Background: an optimization exercise with open tools, aiming at small area, a short achievable clock period and few clock cycles. Do not read the settings as production practice.
Only simulation tests tie the RTL to the original design; equivalence was not proved.
Power and IR drop assume default switching activity.

== job 6584 ==
// udp_ipv4_header_builder_unit
module udp_ipv4_header_builder_unit
(
  input  logic                   clk,
  input  logic                   rst,
  input  logic                   push,
  output logic                   full,
  input  logic [8:0]             item,
  output logic                   empty,
  input  logic                   pop,
  output logic [21:0]            result,
  input  logic                   cfg_write,
  input  logic [2:0]             cfg_index,
  input  logic [31:0]            cfg_data
);
  logic [31:0] sa;
  logic [31:0] da;
  logic [15:0] sp;
  logic [15:0] dp;
  logic [7:0]  ttl;
  logic        full_r;
  logic        in_v;
  logic [7:0]  in_b;
  logic        in_last;
  logic        accept;
  logic        go;
  logic        hold;
  logic        take;
  logic [15:0] job_sum;
  logic [15:0] job_len;
  logic        job_ovf;
  assign full   = full_r;
  assign accept = push & ~full_r;
  logic [31:0] wd0;   
  logic [31:0] wd1;   
  logic [4:0]  wen;
  assign wd0 = rst ? 32'h0 : cfg_data;
  assign wd1 = rst ? 32'hFFFF_FFFF : cfg_data;
  assign wen[0] = rst | (cfg_write & (cfg_index == 3'd0));
  assign wen[1] = rst | (cfg_write & (cfg_index == 3'd1));
  assign wen[2] = rst | (cfg_write & (cfg_index == 3'd2));
  assign wen[3] = rst | (cfg_write & (cfg_index == 3'd3));
  assign wen[4] = rst | (cfg_write & (cfg_index == 3'd4));
  function automatic logic [31:0] pick(input logic [31:0] rv, input logic [31:0] d0,
                                       input logic [31:0] d1);
    pick = (rv & d1) | (~rv & d0);
  endfunction
  logic [31:0] sa_d;
  logic [31:0] da_d;
  logic [31:0] sp_d;
  logic [31:0] dp_d;
  logic [31:0] ttl_d;
  assign sa_d  = pick(udpb_pkg::RST_SOURCE_ADDRESS, wd0, wd1);
  assign da_d  = pick(udpb_pkg::RST_DESTINATION_ADDRESS, wd0, wd1);
  assign sp_d  = pick(32'(udpb_pkg::RST_SOURCE_PORT), wd0, wd1);
  assign dp_d  = pick(32'(udpb_pkg::RST_DESTINATION_PORT), wd0, wd1);
  assign ttl_d = pick(32'(udpb_pkg::RST_TIME_TO_LIVE), wd0, wd1);
  ...
make LEC_CHECK=0 ABC_CLOCK_PERIOD_IN_PS=2200 CAP_MARGIN=20 CORE_MARGIN=2 CORE_UTILIZATION=40 SETUP_SLACK_MARGIN=2.9 SLEW_MARGIN=20 finish   # period 6.0 ns
run.sh (not shown) runs the stock make flow with config.mk's settings and CLKGATE_MAP_FILE= SYNTH_SCRIPT=/design/flow/synth_recipe.tcl, a recipe that flattens the netlist after the stock synthesis.
The final layout from job 6584, which completed every stage, passed the timing, design-rule and antenna checks at the end of the flow.
Testbench counts of job 6584, summed over its fixed seeds: cycles 55,014.
Relative to job 6584, the following input files were edited for job 5530:
==> flow/flow/run.sh (new file) <==
#!/bin/bash
# The standard layout (the standard.sh, synthesis unchanged) with two
# placement/repair settings ORFS reads from the environment:
#  - every port still gets a buffer, but of the smallest plain buffer cell
#    (buf_1, which the resizer may upsize) instead of the delay-cell-sized
#    default that buffer_ports picks;
#  - power recovery after global routing downsizes gates that have slack.
set -euo pipefail
export BUFFER_PORTS_ARGS="-buffer_cell sky130_fd_sc_hd__buf_1"
export RECOVER_POWER=100
bash standard.sh > standard.log 2>&1
==> flow/standard.sh (new file) <==
#!/bin/bash
# synth_recipe.tcl (not shown) runs the flow's synth.tcl, then flattens the netlist and writes it again
# the make line also repeats each setting of config.mk as NAME=value (left out here)
make -C /OpenROAD-flow-scripts/flow DESIGN_CONFIG=/design/flow/config.mk WORK_HOME=/design/flow/orfs CLKGATE_MAP_FILE= SYNTH_SCRIPT=/design/flow/synth_recipe.tcl "${@:-finish}"
removed: flow/run.sh
Of job 6584 and job 5530, just one finished clean: job 6584. In job 5530 the implementation ran to completion but is not tape-out ready, as the final checks report max-capacitance violations, max-slew violations. Number of ordinary and repair buffers in the finished layout came out lower on job 5530 than on job 6584. Compared with job 6584, in job 5530 utilization -2.3 points; clock share of power rose 0.6 points; count of maximum capacitance violations moved up; internal cell power down 2.1%. Job 5530 vs. job 6584: synthesis-to-finish area growth fell by 5.7 points, worst hold slack did not really move, number of antenna violations at the first check in global routing held steady. Transition time at the pin with the least slew margin in job 5530 is 1250 ps higher than in job 6584. On combinational share of power, the higher figure sits with job 6584, not job 5530.
Inputs modified between job 5530 and job 4652:
Settings: CTS_CLUSTER_SIZE newly set to 32; CTS_CLUSTER_DIAMETER newly set to 60.
==> flow/run.sh (new file) <==
#!/bin/bash
# synth_recipe.tcl (not shown) runs the flow's synth.tcl, then flattens the netlist and writes it again
# the make line also repeats each setting of config.mk as NAME=value (left out here)
make -C /OpenROAD-flow-scripts/flow DESIGN_CONFIG=/design/flow/config.mk WORK_HOME=/design/flow/orfs CLKGATE_MAP_FILE= SYNTH_SCRIPT=/design/flow/synth_recipe.tcl finish
removed: flow/flow/run.sh
removed: flow/standard.sh
==> summary.txt <==
Looking at the reports, job 4652 completed the entire flow and the layout it produced met the timing, design-rule and antenna checks.
Diff job 5530 and job 4652: post-layout total power higher in job 4652
Delta(area growth from synthesis to layout, job 4652 - job 5530) > 0
Re post-detailed-routing wire length: job 5530 and job 4652 aren't equal, and the lower value belongs to job 5530.
Clock period minus final worst setup slack down 1270 ps in job 4652 wrt job 5530
Sort job 5530 and job 4652 by data arrival time of the critical path, descending, and job 5530 comes first.
Buffer count excluding the clock tree in the final layout came out higher on job 4652 than on job 5530.
Fraction of final layout cells sized beyond drive strength 1: higher on job 4652
Re number of setup buffers added after CTS: job 5530 and job 4652 aren't equal, and the lower value belongs to job 4652.
The following lists how job 5335 was set up differently from job 4652:
Settings: CTS_CLUSTER_SIZE changed from 32 to 40; CTS_CLUSTER_DIAMETER changed from 60 to 80.
[summary]
- Area growth from synthesis to layout in job 5335 is 2.3 points lower than in job 4652
- Of job 4652 and job 5335, the run reporting the higher portion of total power attributed to the clock network was job 4652.
- Lower cell area goes to job 5335 over job 4652.
- Comparing job 5335 with job 4652, the reported combinational group power came out essentially unchanged.
- Diff job 4652 and job 5335: clock-buffer cell count higher in job 4652
- Changes observed in job 5335 relative to job 4652: via count moved down; headroom to the max-slew limit decreased 0.63 points.
diff inputs: job 5335 => job 3718
Settings: swapping 40 for 36 in CTS_CLUSTER_SIZE.
==> flow/flow/run.sh (new file) <==
#!/bin/bash
# The standard layout (the standard.sh, synthesis unchanged) with one
# placement setting ORFS reads from the environment:
#  every port still gets a buffer, but of the smallest plain buffer cell
#  (buf_1, which the resizer may upsize) instead of the delay-cell-sized
#  default that buffer_ports picks.

set -euo pipefail
export BUFFER_PORTS_ARGS="-buffer_cell sky130_fd_sc_hd__buf_1"
bash standard.sh > standard.log 2>&1
==> flow/standard.sh (new file) <==
#!/bin/bash
# synth_recipe.tcl (not shown) runs the flow's synth.tcl, then flattens the netlist and writes it again
# the make line also repeats each setting of config.mk as NAME=value (left out here)
make -C /OpenROAD-flow-scripts/flow DESIGN_CONFIG=/design/flow/config.mk WORK_HOME=/design/flow/orfs CLKGATE_MAP_FILE= SYNTH_SCRIPT=/design/flow/synth_recipe.tcl "${@:-finish}"
removed: flow/run.sh
## What came out
- [compare] base=job 5335 new=job 3718: area growth from synthesis to final layout fell by 5.0 points, combined area of the multi-input logic cells essentially unchanged, share of total power consumed by net switching level.
- Final critical delay including setup and external delays: higher on job 3718
- Going from job 5335 to job 3718, slack of the worst reg-to-reg path shrinks by 50 ps.
- [job 3718 vs job 5335] sequential share of layout area: higher in job 3718
- Job 3718 vs job 5335 — combinational power share dropped 0.2 points.

## re-timing with driven ports
Ports are ideal in the flow. The routed layouts listed here were re-timed in OpenROAD. Step 1, drivers: a clkbuf_16 drives clk and a buf_2 each remaining input, both assumed. Step 2 also shifts input and output timing later by t, the mid clock arrival at the registers, as if the neighbouring blocks saw the same clock. Slacks: ideal ports / drivers / drivers and shift; pairs: ideal ports / drivers.
run	t (ns)	setup slack, ns	cell pins on the clock port's net
job 6584	0.583	2.994 / 2.958 / 2.477	1
job 5530	0.585	1.724 / 1.724 / 1.285	1
job 4652	0.579	2.997 / 2.944 / 2.449	1
job 5335	0.555	3.001 / 2.967 / 2.532	1
job 3718	0.542	2.949 / 2.949 / 2.478	1
The setup slack of job 4652, which loses most, moves by -0.053 ns with the drivers and by -0.548 ns with both steps.
